This design comes from an exercise in tuning for small area, a short achievable clock period and few clock cycles per item on the open sky130 flow, not from production work.
Where RTL was checked, it was by simulation tests only, not by an equivalence proof against the original.
Power figures rest on the tool's default switching activity, not on a simulated workload.

==> flow/design.v <==
`timescale 1ns/100ps
`default_nettype none
module cm_top #(
    parameter logic [31:0] RF_BADDR = 32'd0      
) (
    input  wire         clk,
    input  wire         rst_n,
    input  wire  [31:0] rf_addr,
    input  wire         rf_wr,
    input  wire  [31:0] rf_cfg,
    output logic [31:0] rf_sts,
    output logic        mem_ce,
    output logic        mem_we,
    output logic [31:0] mem_addr,
    output logic [7:0]  mem_wr_data,
    input  wire  [7:0]  mem_rd_data
);
    logic sel_op1, sel_op2, sel_res, sel_nop, sel_start, sel_sts;
    logic [31:0] rf_q;
    assign sel_start = rf_wr & (rf_addr == RF_BADDR + 32'd4);
    assign sel_sts   = rf_wr & (rf_addr == RF_BADDR + 32'd5);
    always_ff @(posedge clk or negedge rst_n) begin
        if (!rst_n) begin
            sel_op1 <= 1'b0;
            sel_op2 <= 1'b0;
            sel_res <= 1'b0;
            sel_nop <= 1'b0;
        end else begin
            sel_op1 <= rf_wr & (rf_addr == RF_BADDR + 32'd0);
            sel_op2 <= rf_wr & (rf_addr == RF_BADDR + 32'd1);
            sel_res <= rf_wr & (rf_addr == RF_BADDR + 32'd2);
            sel_nop <= rf_wr & (rf_addr == RF_BADDR + 32'd3);
        end
    end
    always_ff @(posedge clk)
        rf_q <= rf_cfg;
    logic        running;        
    logic        done_q;         
    logic [10:1] s;              
    logic        first;          
    logic        second;         
    logic        last;           
    logic        rot;            
    logic        rz;             
    logic        ait;            
    logic        bit_q;          
    logic        b0;             
    logic [31:0] rd_cnt;         
    logic [31:0] nop_q;
    logic        go, pend, finish;
    logic        r_n, f_n, l_n;
    logic [10:1] s_n;
    assign go     = sel_start & rf_cfg[0] & ~running;
    assign pend   = first ? s[7] : s[10];                      
    assign finish = last & s[10];
    always_comb begin
        r_n = running;
        f_n = first;
        l_n = last;
        s_n = 10'd1;
        if (!running) begin
            if (go) begin
                r_n = 1'b1;
                f_n = 1'b1;
                l_n = 1'b0;
            end
        end else if (finish) begin
            r_n = 1'b0;
        end else if (pend) begin
            f_n = 1'b0;
            l_n = rz;
        end else if (last && !second && s[1]) begin
            s_n = 10'd1 << 4;                                    
        end else begin
            s_n = {s[9:1], 1'b0};
        end
    end
    always_ff @(posedge clk or negedge rst_n) begin
        if (!rst_n) begin
            running <= 1'b0;
            done_q  <= 1'b0;
            s       <= 10'd1;
            first   <= 1'b0;
            second  <= 1'b0;
            last    <= 1'b0;
            rot     <= 1'b0;
            ait     <= 1'b0;
            bit_q   <= 1'b0;
            b0      <= 1'b0;
            mem_ce  <= 1'b0;
            mem_we  <= 1'b0;
        end else begin
            if (sel_sts)
                done_q <= 1'b0;
            else if (running && finish)
                done_q <= 1'b1;
            running <= r_n;
            first   <= f_n;
            last    <= l_n;
            s       <= s_n;
            if (!running)
                second <= 1'b0;
            else if (pend)
                second <= first;
            rot     <= running & (((s[1] | s[3]) & ~last) |
                                  (first & s[6] & ~rz) |
                                  (~first & s[9] & (last | ~rz)));
            ait     <= running & (((s[6] | s[7] | s[8] | s[9]) & ~last) |
                                  (second & (s[1] | s[2])));
            bit_q   <= ait;
            b0      <= running & s[7] & ~last;
            mem_ce  <= r_n & ((|s_n[4:1]) ? ~l_n : ~f_n);
            mem_we  <= ~(|s_n[4:1]);
        end
    end
    always_ff @(posedge clk) begin
        if (sel_nop)
            nop_q <= rf_q;
        if (!running)
            rd_cnt <= 32'd0;
        else if (s[1] && !last)
            rd_cnt <= rd_cnt + 32'd1;
        rz <= (rd_cnt == nop_q);
    end
    assign rf_sts = {31'd0, done_q};
    logic [31:0] b_p, c_p, inc;
    assign inc = mem_addr + {31'd0, mem_ce};
    always_ff @(posedge clk or negedge rst_n) begin
        if (!rst_n) begin
            mem_addr <= 32'd0;
            b_p      <= 32'd0;
            c_p      <= 32'd0;
        end else begin
            if (sel_op1)
                mem_addr <= rf_q;
            else if (rot)
                mem_addr <= b_p;
            else
                mem_addr <= inc;
            if (sel_op2)
                b_p <= rf_q;
            else if (rot)
                b_p <= c_p;
            if (sel_res)
                c_p <= rf_q;
            else if (rot)
                c_p <= inc;
        end
    end
    logic [7:0] s_q, x1, y1, x2r, y2r, x2n, y2n;
    assign x2n = s[4] ? {mem_rd_data[3:0], mem_rd_data[7:4]} : {x2r[1:0], x2r[7:2]};
    assign y2n = s[5] ? {mem_rd_data[5:0], mem_rd_data[7:6]} : {y2r[1:0], y2r[7:2]};
    always_ff @(posedge clk) begin
        s_q <= mem_rd_data;                                       
        if (s[3]) begin
            x1 <= s_q;
            y1 <= mem_rd_data;
        end
        x2r <= x2n;
        y2r <= y2n;
    end
    function automatic logic [2:0] bdec(input logic [2:0] w);
        bdec = {w[2],
                (w[2] & ~w[1] & ~w[0]) | (~w[2] & w[1] & w[0]),
                w[1] ^ w[0]};
    endfunction
    function automatic logic [11:0] bterm(input logic [7:0] m, input logic [2:0] d, input logic inv);
        logic        neg;
        logic [10:0] mag;
        neg = d[2] ^ inv;
        mag = d[0] ? {{3{m[7]}}, m} : (d[1] ? {{2{m[7]}}, m, 1'b0} : 11'd0);
        bterm = {neg, mag ^ {11{neg}}};
    endfunction
    logic [2:0] dx, dy;              
    always_ff @(posedge clk) begin
        dx <= bdec({x2n[1:0], x2n[7] & ~s[6]});
        dy <= bdec({y2n[1:0], y2n[7] & ~s[6]});
    end
    logic [11:0] ta, tb, tc, td;
    logic [10:0] abx, aby;
    logic        cbx, cby;
    assign ta = bterm(x1, dx, 1'b0);
    assign tb = bterm(y1, dy, 1'b1);
    assign tc = bterm(x1, dy, 1'b0);
    assign td = bterm(y1, dx, 1'b0);
    always_ff @(posedge clk) begin
        abx <= ta[10:0] + tb[10:0] + {10'd0, ta[11]};
        cbx <= tb[11];
        aby <= tc[10:0] + td[10:0] + {10'd0, tc[11]};
        cby <= td[11];
    end
    logic [8:0]  px, py;
    logic [7:0]  lx, ly, lyn;
    logic [10:0] tx, ty;
    assign tx  = (b0 ? 11'd0 : {{2{px[8]}}, px}) + abx + {10'd0, cbx};
    assign ty  = (b0 ? 11'd0 : {{2{py[8]}}, py}) + aby + {10'd0, cby};
    assign lyn = bit_q ? {ty[1:0], ly[7:2]} : ly;
    always_ff @(posedge clk) begin
        if (bit_q) begin
            px <= tx[10:2];
            py <= ty[10:2];
            lx <= {tx[1:0], lx[7:2]};
            ly <= lyn;
        end
    end
    always_ff @(posedge clk) begin
        if (s[4] || (s[1] && last))
            mem_wr_data <= lyn;
        else if (s[5])
            mem_wr_data <= py[7:0];
        else if (s[6])
            mem_wr_data <= {8{py[8]}};
        else if (s[7])
            mem_wr_data <= lx;
        else if (s[8])
            mem_wr_data <= px[7:0];
        else if (s[9])
            mem_wr_data <= {8{mem_wr_data[7]}};
    end
endmodule
`default_nettype wire
export LEC_CHECK = 0
export CAP_MARGIN = 20
export CORE_MARGIN = 2
export CORE_UTILIZATION = 40
export PLACE_DENSITY = 0.6
export SETUP_SLACK_MARGIN = 2.65
export SLEW_MARGIN = 20
create_clock -name core_clock -period 5.0 [get_ports {clk}]
standard.sh (not shown) runs the stock make flow with config.mk's settings and CLKGATE_MAP_FILE= SYNTH_SCRIPT=/design/flow/synth_recipe.tcl, a recipe that flattens the netlist after the stock synthesis.
==> flow/flow/run.sh <==
#!/bin/bash
# Standard layout, with plain buffers (instead of delay buffers) on the ports
# and a clock tree of small buffers without dummy loads.
export BUFFER_PORTS_ARGS="-buffer_cell sky130_fd_sc_hd__buf_2"
export CTS_ARGS="-sink_clustering_enable -repair_clock_nets -dont_use_dummy_load -buf_list {sky130_fd_sc_hd__clkbuf_4 sky130_fd_sc_hd__clkbuf_8}"
bash standard.sh > standard.log 2>&1
Testbench counts at the start, summed over its fixed seeds: cycles 15,065, ops 1,445.
Then changed:
--- a/flow/design.v
+++ b/flow/design.v
@@ -169,5 +169,5 @@
         logic [10:0] mag;
         neg = d[2] ^ inv;
-        mag = d[0] ? {{3{m[7]}}, m} : (d[1] ? {{2{m[7]}}, m, 1'b0} : 11'd0);
+        mag = ({11{d[0]}} & {{3{m[7]}}, m}) | ({11{d[1]}} & {{2{m[7]}}, m, 1'b0});
         bterm = {neg, mag ^ {11{neg}}};
     endfunction
Effect: Setup slack gets worse by 0.22 ns; synthesized area fell by 0.91%; register-to-register slack gets worse by 0.22 ns; maximum frequency fell by 8.6%; synthesized cell count fell by 0.55%; power rose by 0.30%.
Function not checked in the second run of this note: the RTL went through the layout flow alone.

========
// cm_top: RTL as listed in full above, without the edits since
==> flow/config.mk <==
export PLATFORM = sky130hd
export DESIGN_NAME = cm_top
export DESIGN_NICKNAME = cm_top
export VERILOG_FILES = /design/flow/design.v
export SDC_FILE = /design/flow/constraint.sdc
export NUM_CORES = 4
export LEC_CHECK = 0
export CAP_MARGIN = 20
export CORE_MARGIN = 2
export CORE_UTILIZATION = 40
export PLACE_DENSITY = 0.6
export SETUP_SLACK_MARGIN = 2.65
export SLEW_MARGIN = 20
==> flow/constraint.sdc <==
create_clock -name core_clock -period 5.0 [get_ports {clk}]
set_input_delay 1.0000 -clock core_clock [delete_from_list [all_inputs] [get_ports {clk}]]
set_output_delay 1.0000 -clock core_clock [all_outputs]
set_load 0.01 [all_outputs]
==> flow/flow/run.sh <==
#!/bin/bash
# Standard layout, with plain buffers (instead of delay buffers) on the ports
# and a clock tree without dummy loads.
export BUFFER_PORTS_ARGS="-buffer_cell sky130_fd_sc_hd__buf_2"
export CTS_ARGS="-sink_clustering_enable -repair_clock_nets -dont_use_dummy_load"
bash standard.sh > standard.log 2>&1
The first run finished with timing, DRC and antenna clean.
Testbench counts at the start, summed over its fixed seeds: cycles 15,065, ops 1,445.
Edit:
--- a/flow/design.v
+++ b/flow/design.v
@@ -169,10 +169,31 @@
         logic [10:0] mag;
         neg = d[2] ^ inv;
         mag = d[0] ? {{3{m[7]}}, m} : (d[1] ? {{2{m[7]}}, m, 1'b0} : 11'd0);
         bterm = {neg, mag ^ {11{neg}}};
     endfunction
+    function automatic logic [10:0] add11(input logic [10:0] a, input logic [10:0] b, input logic c);
+        logic [10:0] p, g, gp, pp, gn, pn;
+        logic [11:0] cy;
+        p  = a ^ b;
+        gp = a & b;
+        pp = p;
+        for (int d = 1; d < 11; d = d * 2) begin
+            gn = gp;
+            pn = pp;
+            for (int i = d; i < 11; i++) begin
+                gn[i] = gp[i] | (pp[i] & gp[i-d]);
+                pn[i] = pp[i] & pp[i-d];
+            end
+            gp = gn;
+            pp = pn;
+        end
+        cy[0] = c;
+        for (int i = 0; i < 11; i++)
+            cy[i+1] = gp[i] | (pp[i] & c);
+        add11 = p ^ cy[10:0];
+    endfunction
     logic [2:0] dx, dy;              
     always_ff @(posedge clk) begin
         dx <= bdec({x2n[1:0], x2n[7] & ~s[6]});
         dy <= bdec({y2n[1:0], y2n[7] & ~s[6]});
     end
@@ -182,20 +203,20 @@
     assign ta = bterm(x1, dx, 1'b0);
     assign tb = bterm(y1, dy, 1'b1);
     assign tc = bterm(x1, dy, 1'b0);
     assign td = bterm(y1, dx, 1'b0);
     always_ff @(posedge clk) begin
-        abx <= ta[10:0] + tb[10:0] + {10'd0, ta[11]};
+        abx <= add11(ta[10:0], tb[10:0], ta[11]);
         cbx <= tb[11];
-        aby <= tc[10:0] + td[10:0] + {10'd0, tc[11]};
+        aby <= add11(tc[10:0], td[10:0], tc[11]);
         cby <= td[11];
     end
     logic [8:0]  px, py;
     logic [7:0]  lx, ly, lyn;
     logic [10:0] tx, ty;
-    assign tx  = (b0 ? 11'd0 : {{2{px[8]}}, px}) + abx + {10'd0, cbx};
-    assign ty  = (b0 ? 11'd0 : {{2{py[8]}}, py}) + aby + {10'd0, cby};
+    assign tx  = add11(b0 ? 11'd0 : {{2{px[8]}}, px}, abx, cbx);
+    assign ty  = add11(b0 ? 11'd0 : {{2{py[8]}}, py}, aby, cby);
     assign lyn = bit_q ? {ty[1:0], ly[7:2]} : ly;
     always_ff @(posedge clk) begin
         if (bit_q) begin
             px <= tx[10:2];
             py <= ty[10:2];
Outcome: The changed run passed the timing, design-rule and antenna checks. Cell count is higher by 0.90%. Count of clock-buffer cells in the layout is higher by 1. Die area hardly moves. Setup slack got worse by 56 ps. Flip-flop and latch count is unchanged.
Only the layout flow was run in the second run of this note; the RTL was not checked for function there.

========
cm_top, a different RTL version from the one above (not shown whole).
Size in the first run: about 1400 cells after synthesis, roughly 150 I/O pins.
==> module cm_top, before the edit <==
module cm_top #(
    parameter logic [31:0] RF_BADDR = 32'd0      
) (
    input  wire         clk,
    input  wire         rst_n,
    input  wire  [31:0] rf_addr,
    input  wire         rf_wr,
    input  wire  [31:0] rf_cfg,
    output logic [31:0] rf_sts,
    output logic        mem_ce,
    output logic        mem_we,
    output logic [31:0] mem_addr,
    output logic [7:0]  mem_wr_data,
    input  wire  [7:0]  mem_rd_data
);
    logic sel_op1, sel_op2, sel_res, sel_nop, sel_start, sel_sts;
    assign sel_op1   = rf_wr & (rf_addr == RF_BADDR + 32'd0);
    assign sel_op2   = rf_wr & (rf_addr == RF_BADDR + 32'd1);
    assign sel_res   = rf_wr & (rf_addr == RF_BADDR + 32'd2);
    assign sel_nop   = rf_wr & (rf_addr == RF_BADDR + 32'd3);
    assign sel_start = rf_wr & (rf_addr == RF_BADDR + 32'd4);
    assign sel_sts   = rf_wr & (rf_addr == RF_BADDR + 32'd5);
    logic        running;        
    logic        done_q;         
    logic [10:1] s;              
    logic        first;          
    logic        last;           
    logic        cv;             
    logic        rot;            
    logic        rz;             
    logic [31:0] rd_cnt;        
    logic [31:0] nop_q;
    logic        go, pend, finish;
    logic        r_n, f_n, l_n;
    logic [10:1] s_n;
    assign go     = sel_start & rf_cfg[0] & ~running;
    assign pend   = first ? s[6] : s[10];                      
    assign finish = last & s[10];
    always_comb begin
        r_n = running;
        f_n = first;
        l_n = last;
        s_n = 10'd1;
        if (!running) begin
            if (go) begin
                r_n = 1'b1;
                f_n = 1'b1;
                l_n = 1'b0;
            end
        end else if (finish) begin
            r_n = 1'b0;
        end else if (pend) begin
            f_n = 1'b0;
            l_n = rz;
        end else begin
            s_n = {s[9:1], 1'b0};
        end
    end
    always_ff @(posedge clk or negedge rst_n) begin
        if (!rst_n) begin
            running <= 1'b0;
            done_q  <= 1'b0;
            s       <= 10'd1;
            first   <= 1'b0;
            last    <= 1'b0;
            cv      <= 1'b0;
            rot     <= 1'b0;
            mem_ce  <= 1'b0;
            mem_we  <= 1'b0;
        end else begin
            if (sel_sts)
                done_q <= 1'b0;
            else if (running && finish)
                done_q <= 1'b1;
            running <= r_n;
            first   <= f_n;
            last    <= l_n;
            s       <= s_n;
            if (!running)
                cv <= 1'b0;
            else if (pend)
                cv <= ~last;
            rot     <= running & (s[1] | s[3] | (first ? s[5] : s[9]));
            mem_ce  <= r_n & ((|s_n[4:1]) ? ~l_n : ~f_n);
            mem_we  <= ~(|s_n[4:1]);
        end
    end
    always_ff @(posedge clk) begin
        if (sel_nop)
            nop_q <= rf_cfg;
        if (!running)
            rd_cnt <= 32'd0;
        else if (s[1] && !last)
            rd_cnt <= rd_cnt + 32'd1;
        rz <= (rd_cnt == nop_q);
    end
    assign rf_sts = {31'd0, done_q};
    logic [31:0] b_p, c_p, inc;
    assign inc = mem_addr + {31'd0, mem_ce};
    always_ff @(posedge clk or negedge rst_n) begin
        if (!rst_n) begin
            mem_addr <= 32'd0;
            b_p      <= 32'd0;
            c_p      <= 32'd0;
        end else begin
            if (sel_op1)
                mem_addr <= rf_cfg;
            else if (rot)
                mem_addr <= b_p;
            else
                mem_addr <= inc;
            if (sel_op2)
                b_p <= rf_cfg;
            else if (rot)
                b_p <= c_p;
            if (sel_res)
                c_p <= rf_cfg;
            else if (rot)
                c_p <= inc;
        end
    end
    logic [7:0] s_q, x1, y1, x2r, y2r, x2n, y2n;
    assign x2n = s[4] ? {mem_rd_data[5:0], mem_rd_data[7:6]} : {x2r[1:0], x2r[7:2]};
    assign y2n = s[5] ? mem_rd_data : {y2r[1:0], y2r[7:2]};
    always_ff @(posedge clk) begin
        s_q <= mem_rd_data;                                       
        if (s[3]) begin
            x1 <= s_q;
            y1 <= mem_rd_data;
        end
        x2r <= x2n;
        y2r <= y2n;
    end
    function automatic logic [2:0] bdec(input logic [2:0] w);
        bdec = {w[2],
                (w[2] & ~w[1] & ~w[0]) | (~w[2] & w[1] & w[0]),
                w[1] ^ w[0]};
    endfunction
    function automatic logic [11:0] bterm(input logic [7:0] m, input logic [2:0] d, input logic inv);
        logic        neg;
        logic [10:0] mag;
        neg = d[2] ^ inv;
        mag = d[0] ? {{3{m[7]}}, m} : (d[1] ? {{2{m[7]}}, m, 1'b0} : 11'd0);
        bterm = {neg, mag ^ {11{neg}}};
    endfunction
    logic       m0;                  
    logic [2:0] dx, dy;              
    assign m0 = first ? s[5] : s[9];
    always_ff @(posedge clk) begin
        dx <= bdec({x2n[1:0], x2n[7] & ~m0});
        dy <= bdec({y2n[1:0], y2n[7] & ~m0});
    end
    logic [11:0] ta, tb, tc, td;
    logic [10:0] abx, aby;
    logic        cbx, cby;
    assign ta = bterm(x1, dx, 1'b0);
    assign tb = bterm(y1, dy, 1'b1);
    assign tc = bterm(x1, dy, 1'b0);
    assign td = bterm(y1, dx, 1'b0);
    always_ff @(posedge clk) begin
        abx <= ta[10:0] + tb[10:0] + {10'd0, ta[11]};
        cbx <= tb[11];
        aby <= tc[10:0] + td[10:0] + {10'd0, tc[11]};
        cby <= td[11];
    end
    logic        itp;
    logic [8:0]  px, py;
    logic [7:0]  lx, ly;
    logic [10:0] tx, ty;
    assign itp  = cv & (|s[4:1]);
    assign tx   = {{2{px[8]}}, px} + abx + {10'd0, cbx};
    assign ty   = {{2{py[8]}}, py} + aby + {10'd0, cby};
    always_ff @(posedge clk) begin
        if (itp) begin
            px <= tx[10:2];
            py <= ty[10:2];
            lx <= {tx[1:0], lx[7:2]};
            ly <= {ty[1:0], ly[7:2]};
        end else if (pend) begin
            px <= 9'd0;
            py <= 9'd0;
        end
    end
    always_ff @(posedge clk) begin
        if (s[4])
            mem_wr_data <= {ty[1:0], ly[7:2]};
        else if (s[5])
            mem_wr_data <= py[7:0];
        else if (s[6])
            mem_wr_data <= {8{py[8]}};
        else if (s[7])
            mem_wr_data <= lx;
        else if (s[8])
            mem_wr_data <= px[7:0];
        else if (s[9])
            mem_wr_data <= {8{px[8]}};
    end
endmodule
make LEC_CHECK=0 ABC_CLOCK_PERIOD_IN_PS=2500 CAP_MARGIN=20 CORE_MARGIN=2 CORE_UTILIZATION=40 PLACE_DENSITY=0.6 SETUP_SLACK_MARGIN=2.5 SLEW_MARGIN=20 finish   # period 5.0 ns
run.sh (not shown) runs the stock make flow with config.mk's settings and CLKGATE_MAP_FILE= SYNTH_SCRIPT=/design/flow/synth_recipe.tcl, a recipe that flattens the netlist after the stock synthesis.
Stock flow here: none of the scripts above is used.
Then changed:
--- a/flow/design.v
+++ b/flow/design.v
@@ -31,5 +31,5 @@
     logic        rot;            
     logic        rz;             
-    logic [31:0] rd_cnt;        
+    logic [31:0] rd_left;        
     logic [31:0] nop_q;
     logic        go, pend, finish;
@@ -92,8 +92,8 @@
             nop_q <= rf_cfg;
         if (!running)
-            rd_cnt <= 32'd0;
+            rd_left <= nop_q;
         else if (s[1] && !last)
-            rd_cnt <= rd_cnt + 32'd1;
-        rz <= (rd_cnt == nop_q);
+            rd_left <= rd_left - 32'd1;
+        rz <= (rd_left == 32'd0);
     end
     assign rf_sts = {31'd0, done_q};
=> Die area stays flat; via count went down by 1.3%; sequential share of layout area went up by 2.0 points; register-to-register slack improved by 0.10 ns; total power is about the same; design area went down by 0.45%; area after synthesis barely changes; non-clock buffer count went up by 1; cell count stays flat; wire length went down by 2.3%; core utilization went down by 0.23 points.
Testbench counts after the change, summed over its fixed seeds: cycles 15,193, ops 1,445.
The RTL of the first run of this note was laid out without a check of its function.

## afterwards: timing with drivers on the ports
No port has a modelled driver above. Below, the same layouts with a new extraction and two added sets of constraints. Step 1, drivers: a clkbuf_16 drives clk and a buf_2 each remaining input, both assumed. Step 2 also shifts input and output timing later by t, the mid clock arrival at the registers, as if the neighbouring blocks saw the same clock. a / b / c = ideal / step 1 / step 2; a / b = the first two.
run	t (ns)	slack for setup (ns)	latest minus earliest clock arrival (ns)
the first run of note 1	0.623	2.638 / 2.638 / 2.600	0.080 / 0.079
the second run of note 1	0.640	2.415 / 2.415 / 2.415	0.050 / 0.050
the first run of note 2	0.552	2.640 / 2.640 / 2.640	0.053 / 0.052
the second run of note 2	0.551	2.584 / 2.584 / 2.584	0.081 / 0.081
the first run of note 3	0.625	2.378 / 2.405 / 1.780	0.029 / 0.028
the second run of note 3	0.565	2.534 / 2.477 / 1.999	0.024 / 0.025
After both steps every run listed still meets setup and hold. The setup slack of the first run of note 3, which loses most, moves by +0.027 ns with the drivers and by -0.598 ns with both steps.
